Background: an optimization exercise with open tools, aiming at small area, a short achievable clock period and few clock cycles per item. Do not read the settings as production practice. The RTL was checked by simulation tests, not by an equivalence proof against the original design.

[flow/config.mk]
export PLATFORM = sky130hd
export DESIGN_NAME = sfp_norm_seq
export DESIGN_NICKNAME = sfp_norm_seq
export VERILOG_FILES = /design/flow/design.v
export SDC_FILE = /design/flow/constraint.sdc
export NUM_CORES = 4
export LEC_CHECK = 0
export CAP_MARGIN = 20
export CORE_MARGIN = 2
export CORE_UTILIZATION = 40
export SLEW_MARGIN = 20
[flow/constraint.sdc]
create_clock -name core_clock -period 6.0 [get_ports {clk}]
set_input_delay 1.2000 -clock core_clock [delete_from_list [all_inputs] [get_ports {clk}]]
set_output_delay 1.2000 -clock core_clock [all_outputs]
set_load 0.01 [all_outputs]
[flow/design.v]
module sfp_norm_seq #(
  parameter int COL = 8,
  parameter int BW_PSUM = 20,
  parameter int OUT_SHIFT = 8,
  parameter int SW = BW_PSUM + $clog2(COL),
  parameter int BW_OUT = OUT_SHIFT + 2
) (
  input  logic                      clk,
  input  logic                      reset,
  input  logic                      mode_signed,
  input  logic                      mode_dual,
  input  logic                      in_valid,
  output logic                      in_ready,
  input  logic [COL*BW_PSUM-1:0]    in_row,
  output logic [SW-1:0]             sum_out,
  output logic                      sum_out_valid,
  input  logic [SW:0]               sum_in,
  input  logic                      sum_in_valid,
  output logic                      out_valid,
  input  logic                      out_ready,
  output logic [COL*BW_OUT-1:0]     out_row,
  output logic                      busy
);
  localparam int NS = 7;             
  localparam int RW = 25;            
  logic v0, v1, v2, v3, v4, vo;
  logic [NS:1] vd;
  logic xd2;                         
  logic hold, adv, go2, en2, en1, en0;
  assign hold = vo & ~out_ready;
  assign adv  = ~hold;
  logic dm2;
  assign go2 = ~dm2 | xd2 | sum_in_valid;
  assign en2 = ~v2 | (adv & go2);
  assign en1 = ~v1 | en2;
  assign en0 = ~v0 | en1;
  assign in_ready = en0;
  assign out_valid = vo;
  assign busy = v0 | v1 | v2 | v3 | v4 | (|vd) | vo;
  logic [COL*BW_PSUM-1:0] x0;
  logic sm0, dm0;
  always_ff @(posedge clk) begin
    if (reset) v0 <= 1'b0;
    else if (en0) v0 <= in_valid;
    if (en0) begin
      x0 <= in_row;
      sm0 <= mode_signed;
      dm0 <= mode_dual;
    end
  end
  function automatic logic [22:0] fa_s(input logic [22:0] a, input logic [22:0] b, input logic [22:0] c);
    fa_s = a ^ b ^ c;
  endfunction
  function automatic logic [22:0] fa_c(input logic [22:0] a, input logic [22:0] b, input logic [22:0] c, input logic cin);
    logic [22:0] m;
    m = (a & b) | (a & c) | (b & c);
    fa_c = {m[21:0], cin};
  endfunction
  logic [22:0] y [COL];
  logic [COL-1:0] g;
  logic [BW_PSUM-1:0] a_in [COL];
  logic [COL-1:0] ng_in;
  logic [22:0] l1s0, l1c0, l1s1, l1c1, l1s2, l1c2, l2s0, l2c0, l2s1, l2c1, l3s, l3c, l4s, l4c;
  always_comb begin
    for (int c = 0; c < COL; c++) begin
      g[c] = x0[c*BW_PSUM + BW_PSUM-1];
      y[c] = {4'b0, x0[c*BW_PSUM +: BW_PSUM-1] ^ {(BW_PSUM-1){g[c]}}};
      a_in[c] = g[c] ? -x0[c*BW_PSUM +: BW_PSUM] : x0[c*BW_PSUM +: BW_PSUM];
      ng_in[c] = g[c] & sm0;
    end
    l1s0 = fa_s(y[0], y[1], y[2]);          l1c0 = fa_c(y[0], y[1], y[2], g[1]);
    l1s1 = fa_s(y[3], y[4], y[5]);          l1c1 = fa_c(y[3], y[4], y[5], g[2]);
    l1s2 = fa_s(y[6], y[7], {22'b0, g[0]}); l1c2 = fa_c(y[6], y[7], {22'b0, g[0]}, g[3]);
    l2s0 = fa_s(l1s0, l1c0, l1s1);          l2c0 = fa_c(l1s0, l1c0, l1s1, g[4]);
    l2s1 = fa_s(l1c1, l1s2, l1c2);          l2c1 = fa_c(l1c1, l1s2, l1c2, g[5]);
    l3s  = fa_s(l2s0, l2c0, l2s1);          l3c  = fa_c(l2s0, l2c0, l2s1, g[6]);
    l4s  = fa_s(l3s, l3c, l2c1);            l4c  = fa_c(l3s, l3c, l2c1, g[7]);
  end
  logic [BW_PSUM-1:0] a1 [COL];
  logic [COL-1:0] ng1;
  logic dm1;
  logic [22:0] cs1, cc1;
  always_ff @(posedge clk) begin
    if (reset) v1 <= 1'b0;
    else if (en1) v1 <= v0;
    if (en1) begin
      for (int c = 0; c < COL; c++) a1[c] <= a_in[c];
      ng1 <= ng_in;
      dm1 <= dm0;
      cs1 <= l4s;
      cc1 <= l4c;
    end
  end
  logic [BW_PSUM-1:0] a2 [COL];
  logic [COL-1:0] ng2;
  logic [SW-1:0] s2;
  logic [SW:0] p2;
  always_ff @(posedge clk) begin
    if (reset) begin
      v2 <= 1'b0;
      xd2 <= 1'b0;
    end else if (en2) begin
      v2 <= v1;
      xd2 <= 1'b0;
    end else if (v2 && dm2 && !xd2 && sum_in_valid) begin
      xd2 <= 1'b1;
    end
    if (en2) begin
      for (int c = 0; c < COL; c++) a2[c] <= a1[c];
      ng2 <= ng1;
      dm2 <= dm1;
      s2 <= cs1 + cc1;
    end
    if (!xd2) p2 <= sum_in;
  end
  assign sum_out = s2;
  assign sum_out_valid = v2 & dm2 & ~xd2;
  logic [BW_PSUM-1:0] a3 [COL];
  logic [COL-1:0] ng3;
  logic [SW-1:0] s3;
  logic [SW:0] p3;
  always_ff @(posedge clk) begin
    if (reset) v3 <= 1'b0;
    else if (adv) v3 <= v2 & go2;
    if (adv) begin
      for (int c = 0; c < COL; c++) a3[c] <= a2[c];
      ng3 <= ng2;
      s3 <= s2;
      p3 <= dm2 ? (xd2 ? p2 : sum_in) : '0;
    end
  end
  logic [BW_PSUM-1:0] a4 [COL];
  logic [COL-1:0] ng4;
  logic [SW:0] d4, dsum;
  assign dsum = {1'b0, s3} + p3;
  always_ff @(posedge clk) begin
    if (reset) v4 <= 1'b0;
    else if (adv) v4 <= v3;
    if (adv) begin
      for (int c = 0; c < COL; c++) a4[c] <= a3[c];
      ng4 <= ng3;
      d4 <= {dsum[SW:1], dsum[0] | (dsum == '0)};
    end
  end
  logic [RW-1:0] r [NS+1][COL];
  logic [SW:0] dd [NS+1];
  logic [COL-1:0] ngd [NS+1];
  logic [COL-1:0] q8 [NS+1];
  logic [NS-1:0] qb [NS+1][COL];    
  logic [RW-1:0] rn [NS+1][COL];
  always_comb begin
    for (int c = 0; c < COL; c++) begin
      rn[0][c] = {4'b0, a4[c], 1'b0} - {1'b0, d4};
      for (int j = 1; j < NS; j++)
        rn[j][c] = {r[j][c][RW-2:0], 1'b0} + (r[j][c][RW-1] ? {1'b0, dd[j]} : -{1'b0, dd[j]});
      rn[NS][c] = {r[NS][c][RW-2:0], 1'b0} + (r[NS][c][RW-1] ? {1'b0, dd[NS]} : -{1'b0, dd[NS]});
    end
  end
  always_ff @(posedge clk) begin
    if (reset) vd <= '0;
    else if (adv) vd <= {vd[NS-1:1], v4};
    if (adv) begin
      dd[1] <= d4;
      ngd[1] <= ng4;
      for (int c = 0; c < COL; c++) begin
        r[1][c] <= rn[0][c];
        q8[1][c] <= {3'b0, a4[c]} == d4;
        qb[1][c] <= '0;
      end
      for (int j = 2; j <= NS; j++) begin
        dd[j] <= dd[j-1];
        ngd[j] <= ngd[j-1];
        q8[j] <= q8[j-1];
        for (int c = 0; c < COL; c++) begin
          r[j][c] <= rn[j-1][c];
          qb[j][c] <= qb[j-1][c];
          qb[j][c][j-2] <= ~r[j-1][c][RW-1];
        end
      end
    end
  end
  logic [COL*BW_OUT-1:0] row_fin;
  logic [8:0] qq;
  logic [7:0] qlo;
  always_comb begin
    qq = '0;
    qlo = '0;
    for (int c = 0; c < COL; c++) begin
      for (int k = 0; k < NS-1; k++) qlo[7-k] = qb[NS][c][k];
      qlo[1] = ~r[NS][c][RW-1];
      qlo[0] = ~rn[NS][c][RW-1];
      qq = q8[NS][c] ? 9'd256 : {1'b0, qlo};
      row_fin[c*BW_OUT +: BW_OUT] = ngd[NS][c] ? -{1'b0, qq} : {1'b0, qq};
    end
  end
  always_ff @(posedge clk) begin
    if (reset) vo <= 1'b0;
    else if (adv) vo <= vd[NS];
    if (adv) out_row <= row_fin;
  end
endmodule
[flow/run.sh]
#!/bin/bash
# synth_recipe.tcl (not shown) runs the flow's synth.tcl, then flattens the netlist and writes it again
# the make line also repeats each setting of config.mk as NAME=value (left out here)
make -C /OpenROAD-flow-scripts/flow DESIGN_CONFIG=/design/flow/config.mk WORK_HOME=/design/flow/orfs CLKGATE_MAP_FILE= SYNTH_SCRIPT=/design/flow/synth_recipe.tcl finish
==> results.toml <==
[worst_setup_path]
cp_max_fo = 5
cpPeakStageDelay_ns = 0.41
critPathLaunchType = "flip-flop"
rr_worst_depth = 26
path_class = "flip-flop to flip-flop"
endpoint_kind = "flip-flop"
cp.depth = 26
slowest_stage = "edfxtp_1"
worst-path-buf-inv = 4
critPathTopFamily = "simple AND/OR/NAND/NOR gates"
cp.arrival_ns = 6.39
crit_required_ns = 6.70

[global_route]
grt_pass1_vias = 120985
gr-usage-all-layers_pct = 25.8
antenna_found_initial = 21
grt.overflow.total = 0
grt_pass1_wl_mm = 841
grt_max_degree = 172

[layout]
layout_commonest_cell = "edfxtp_1"
final_cell_mix = "edfxtp_1, nor2_1, xor2_1, ha_1, xnor2_1"
final_nets = 18691
post_route_cells_drive_above_1_share_pct = 9.13
fillers = 41051
area_growth_pct = 14.4

[floorplanning]
die_w_um = 672
die-height_um = 672
core_mm2 = 0.444
rows = 245
initial_core_util_pct = 40.1
dieArea_mm2 = 0.451
ios = 298

[timing]
setup_viol = 0
hold_viol_final = 0
period_needed_ns = 5.69
tns_ns = 0
drv_slew = 0
tightest_slew_ns = 1.14
slew_headroom_pct = 24.0
holdWs_ns = 0.396
grt_setup_unrepaired = "no"
max_freq_mhz = 176
fin_crit_sh_pct = 94.8
skew_ns = 0.0562

[detailed_routing]
final_antenna_net_count = 0
drcViolationCount = 0
wl_mm = 593
viasPerCell = 5.30
drt-pass1-iter-count = 5
via_count = 121892
wire_per_inst_um = 25.8
drt_iter0_drc = 8898

[synth]
ys_types = 91
yosys.area.top_type = "edfxtp_1"
ys_ff_latch = 2883
synth.area.top_cells = "edfxtp_1, ha_1, xor2_1"
async_flop_share_pct = 0
synth_edf_count = 2845
synth_top_area_share_pct = 47.9
yosysWarningCount = 13
syn_avg_cell_area_um2 = 11.3
synth_seq_area_share_pct = 48.3
synth_ff_type = "edfxtp_1"
syn_inst = 15848
syn_nets = 17741
netlist_area_mm2 = 0.178

[clock_network]
post_cts_buffers = 0
insertion_delay_ns = 0.96
cts_num_sinks = 2883
cts_root_buffer = "clkbuf_16"
htree_levels = 5
tritoncts = "built"
path_clk_slew_ns = 0.06
cts_buffers = 318
cts_buffer_depth = 4

[placement]
place.port_buffers = 297
gp_congestion = 1.01
dp_hpwl_mm = 483

[worst_hold_path]
hold_class = "flip-flop to flip-flop"
hold_depth = 0

[run_status]
outcome = "no timing/DRC/antenna violations"

[run]
drv_cap = 0
==> worst register-to-register path: stages, from the launching register on <==
cell       delay [ns]
edfxtp_1         0.41
nor4_2           0.41
nand2_1          0.17
nor4_2           0.17
buf_4            0.16
nor3b_2          0.30
buf_4            0.20
and3b_1          0.24
nand2b_1         0.11
nor2_1           0.21
buf_4            0.20
nor2_1           0.06
xor2_1           0.17
ha_1             0.32
a21o_1           0.18
a21o_1           0.17
a21o_1           0.18
a211oi_1         0.28
o2111ai_1        0.16
nand2_1          0.18
xnor2_1          0.23
and2_1           0.25
inv_1            0.09
ha_1             0.27
nand2b_1         0.20
nand2_1          0.08
o21ai_0          0.07
==> registers in the layout (all words and copies together), names as in the netlist, 56 cells and up <==
register / flops
a1: 160
a2: 160
a3: 160
a4: 160
dd: 168
ngd: 56
out_row: 80
q8: 56
qb: 168
r: 1344
x0: 160
==> what timing repair did <==
item                                    4_1_cts  5_1_grt
hold buffers                                  0        0
endpoints found under the setup margin        3       42
gates resized for setup                       1        9
==> path summary, 6_finish.rpt <==
| kind | slack (ns) | to | from |
|---|---|---|---|
| worst min-delay path | 0.40 | a4[1][5]$_DFFE_PN_ | a3[1][5]$_DFFE_PN_ |
| worst max-delay path | 0.31 | out_row[18]$_DFFE_PN_ | dd[7][6]$_DFFE_PN_ |
| worst max register to register | 0.31 | out_row[18]$_DFFE_PN_ | dd[7][6]$_DFFE_PN_ |
| worst min register to register | 0.40 | a4[1][5]$_DFFE_PN_ | a3[1][5]$_DFFE_PN_ |
==> cells by family (layout without fill, tap and decap cells) <==
logic type               Yosys count  count (layout)  synth area share, %
AO/OA/AOI/OAI                   2991            2991                 10.7
adder cells (fa/ha/maj)         1702            1702                 12.7
buffers and inverters            972            2168                 2.09
other                              0              44                    0
XOR/XNOR                        2884            2884                 14.2
multiplexers                      84              84                0.527
flip-flops                      2883            2883                 48.3
AND/OR/NAND/NOR                 4332            4332                 11.5
==> cells in the mapped netlist, drive strengths merged (25+ instances only) <==
cell type and count:
nand4 75, o211ai 54, clkbuf 289, or3 130, nor3 280, nor3b 69
fa 175, nor4 98, o31ai 60, a31oi 81, or4 29, o2111ai 35
dfxtp 38, and3 132, edfxtp 2845, a41oi 25, and2 77, o21ai 611
xor2 1771, or2 62, a21o 401, a211oi 86, o21a 206, a21oi 947
nor2 2101, nor2b 170, nand2 618, inv 537, o21bai 123, a211o 37
nand2b 199, a31o 38, mux2 79, o41ai 44, ha 1527, buf 145
xnor2 1113, a21boi 40, nand3 229
==> area by class of cell <==
class / instances / area (µm²) / area share (%)
repair buffers: 1064 / 9100 / 4.46
well taps: 5928 / 7420 / 3.64
multi-input cells: 11993 / 88600 / 43.4
clock buffers: 364 / 8180 / 4.01
diodes: 44 / 110 / 0.0540
clock inverters: 202 / 2410 / 1.18
flip-flops and latches: 2883 / 86200 / 42.2
inverters: 538 / 2050 / 1.01
==> per-stage QoR <==
stage	cells	instance area (µm²)	utilization [%]	setup slack (ns)
2_1_floorplan	15848	178000	-	-0.869
3_3_place_gp	22405	193000	43.5	-0.101
3_5_place_dp	22406	193000	43.5	-0.0127
4_1_cts	22972	204000	45.9	0.0765
5_1_grt	23008	204000	45.9	0.00535
6_report	23016	204000	45.9	0.310
==> layer usage <==
| metal | global-route usage [%] | vias up | share of wire [%] |
|---|---|---|---|
| met3 | 2.22 | 1230 | 3.3 |
| met5 | 0 | - | 0.0022 |
| met2 | 45.2 | 3184 | 49 |
| li1 | - | 58956 | - |
| met4 | 18.9 | 2 | 8.9 |
| met1 | 29.4 | 58520 | 39 |
Testbench counts, summed over its fixed seeds: cycles 1,384, rows 1,280.

port drivers added, routing unchanged:
Ports are ideal in the flow. The routed layout listed here was re-timed in OpenROAD.
Step 1: set_driving_cell puts a clkbuf_16 on clk and a buf_2 on each other input, an assumption about the parent block.
Step 2 times the ports against the registers' clock, not the clock port: input delays grow and output delays shrink by t, the midpoint of the rising clock arrivals with the driver on.
Slacks: no drivers / after step 1 / after step 2; pairs: no drivers / after step 1.
t, ns: 1.049
setup WS [ns]: 0.310 / 0.310 / 0.310
latest minus earliest clock arrival (ns): 0.064 / 0.064
After both steps setup and hold are still met in this run. For this run, drivers alone change the setup slack by 0.000 ns; drivers and shift together by 0.000 ns.
